From an optimization exercise on the open Yosys and OpenROAD flow, aimed at small area and few clock cycles; shortcuts taken in it are not production practice. In this exercise RTL edits were held to simulation tests only and were not proved equivalent to the original. Power figures rest on the tool's default switching activity, not on a simulated workload.

== the baseline ==
## stable_min_priority_queue
module stable_min_priority_queue
#(
   parameter int DEPTH        = 16,
   parameter int PAYLOAD_BITS = 16,
   parameter int WRITE_STRIDE = 2      
) (
   input  wire logic                  clock,
   input  wire logic                  reset,
   input  wire logic                  req_tvalid,
   output logic                       req_tready,
   input  wire logic [smpq_pkg::REQ_DATA_W-1:0] req_tdata,   
   input  wire logic [smpq_pkg::OP_W-1:0]       req_tuser,   
   output logic                       rsp_tvalid,
   input  wire logic                  rsp_tready,
   output logic [smpq_pkg::RSP_DATA_W-1:0]      rsp_tdata,   
   output logic [smpq_pkg::RSP_USER_W-1:0]      rsp_tuser    
);
Settings: LEC_CHECK=0, CAP_MARGIN=20, CORE_MARGIN=2, CORE_UTILIZATION=40, CTS_CLUSTER_DIAMETER=90, CTS_CLUSTER_SIZE=24, GPL_TIMING_DRIVEN=0, SLEW_MARGIN=20, SYNTH_HIERARCHICAL=1, SYNTH_MINIMUM_KEEP_SIZE=0; clock period 6.0 ns.
standard.sh (not shown) runs the stock make flow with config.mk's settings and CLKGATE_MAP_FILE= SYNTH_SCRIPT=/design/flow/synth_recipe.tcl, a recipe that flattens the netlist after the stock synthesis.
==> flow/flow/run.sh <==
#!/bin/bash
# Standard synthesis, then every combinational cell set to its smallest drive
# strength (the layout's repair steps size up again where needed), then the
# standard layout with the smallest buffer on the ports and clock tree
# synthesis run without dummy loads.
set -euo pipefail
R=orfs/results/$FLOW_PLATFORM/stable_min_priority_queue/base
bash standard.sh synth > flow_synth.log 2>&1
python3 flow/downsize.py "$FLOW_HOME/platforms/$FLOW_PLATFORM/lib/sky130_fd_sc_hd__tt_025C_1v80.lib" "$R/1_2_yosys.v" > flow_downsize.log 2>&1
rm -f "$R/1_synth.odb" "$R/1_synth.sdc"
bash standard.sh "BUFFER_PORTS_ARGS=-buffer_cell sky130_fd_sc_hd__buf_1" "CTS_ARGS=-sink_clustering_enable -repair_clock_nets -sink_clustering_size 24 -sink_clustering_max_diameter 90 -dont_use_dummy_load" finish > flow_layout.log 2>&1
==> flow/flow/downsize.py <==
#!/usr/bin/env python3
"""Gate sizing before placement: set every combinational cell in the synthesized
netlist to the smallest drive strength of its type; the flow's repair steps size
up again where slew, capacitance or timing need it. Flip-flops keep their cells."""
import re, sys

lib, netlist = sys.argv[1], sys.argv[2]
text = open(lib).read()
area = {m.group(1): float(m.group(3)) for m in re.finditer(
    r'cell\s*\(\s*"?(\w+)"?\s*\)\s*\{(.*?)area\s*:\s*([\d.]+)', text, re.S)}
seq = set(m.group(1) for m in re.finditer(r'cell\s*\(\s*"?(\w+)"?\s*\)\s*\{[^}]*?\bff\s*\(', text, re.S))
dont = set(sys.argv[3:])

def base(c):
    m = re.match(r'(sky130_fd_sc_hd__\w+?)_(\d+)$', c)
    return (m.group(1), int(m.group(2))) if m else (None, None)

smallest = {}
for c in area:
    b, n = base(c)
    if b is None or c in dont:
        continue
    if b not in smallest or (area[c], n != 1) < (area[smallest[b]], base(smallest[b])[1] != 1):
        smallest[b] = c

v = open(netlist).read()
count = 0
def sub(m):
    global count
    c = m.group(2)
    b, n = base(c)
    if b is None or c in seq or re.search(r'(df|dl|edf|sdf|sedf)', b) or 'conb' in b:
        return m.group(0)
    t = smallest.get(b, c)
    if t != c:
        count += 1
        return m.group(1) + t + m.group(3)
    return m.group(0)
v = re.sub(r'^(\s*)(sky130_fd_sc_hd__\w+)(\s)', sub, v, flags=re.M)
open(netlist, 'w').write(v)
print(f"downsized {count} cells")
The baseline completed every stage of the flow, and the final layout passed the timing, design-rule and antenna checks.
Testbench counts of the baseline, summed over its fixed seeds: cycles 12,516.
The inputs of the candidate differ from those of the baseline as listed below.
==> flow/flow/run.sh <==
#!/bin/bash
# Standard synthesis, then every combinational cell set to its smallest drive
# strength (the layout's repair steps size up again where needed), then the
# standard layout with clock tree synthesis run without dummy loads.
set -euo pipefail
R=orfs/results/$FLOW_PLATFORM/stable_min_priority_queue/base
bash standard.sh synth > flow_synth.log 2>&1
python3 flow/downsize.py "$FLOW_HOME/platforms/$FLOW_PLATFORM/lib/sky130_fd_sc_hd__tt_025C_1v80.lib" "$R/1_2_yosys.v" > flow_downsize.log 2>&1
rm -f "$R/1_synth.odb" "$R/1_synth.sdc"
bash standard.sh "CTS_ARGS=-sink_clustering_enable -repair_clock_nets -sink_clustering_size 24 -sink_clustering_max_diameter 90 -dont_use_dummy_load" finish > flow_layout.log 2>&1
==> comparison <==
Diff the baseline -> the candidate: final estimated routing congestion in global placement decreased by 3.1% relative to the old numbers, internal power component increased by 0.044 mW relative to the old numbers, actual transition at the worst max-transition pin decreased by 9.0 ps relative to the old numbers.
As far as first-pass GRT wire length is concerned, the candidate and the baseline perform about the same.
Looking at the candidate and the baseline, the initial DRC count is a wash.
Status: worst slack on hold paths parity (the candidate, the baseline)
In the final reports, the cell area of the candidate is larger than that of the baseline.
Fraction of layout cells with a size suffix above 1 of the baseline is on par with the candidate.

-- separate check: timing with driven ports --
How much do the figures lean on ideal ports? The routed layouts below were timed once more, with nothing changed but the port constraints.
Step 1 sets driving cells, clkbuf_16 on the clock port and buf_2 on the other inputs (assumed; they add their load-dependent delay and slew).
Step 2 also shifts input and output timing later by t, the mid clock arrival at the registers, as if the neighbouring blocks saw the same clock.
Slacks: ideal ports / drivers / drivers and shift; pairs: ideal ports / drivers.
run | shift t [ns] | setup slack, ns | slew at the worst register clock pin (ns)
the baseline | 0.732 | 0.294 / 0.294 / 0.152 | 0.10 / 0.10
the candidate | 0.729 | 0.288 / 0.288 / -0.133 | 0.10 / 0.10
With both steps, setup timing fails in the candidate, where it was met with ideal ports. For the candidate, which loses most, drivers alone change the setup slack by 0.000 ns; drivers and shift together by -0.421 ns.
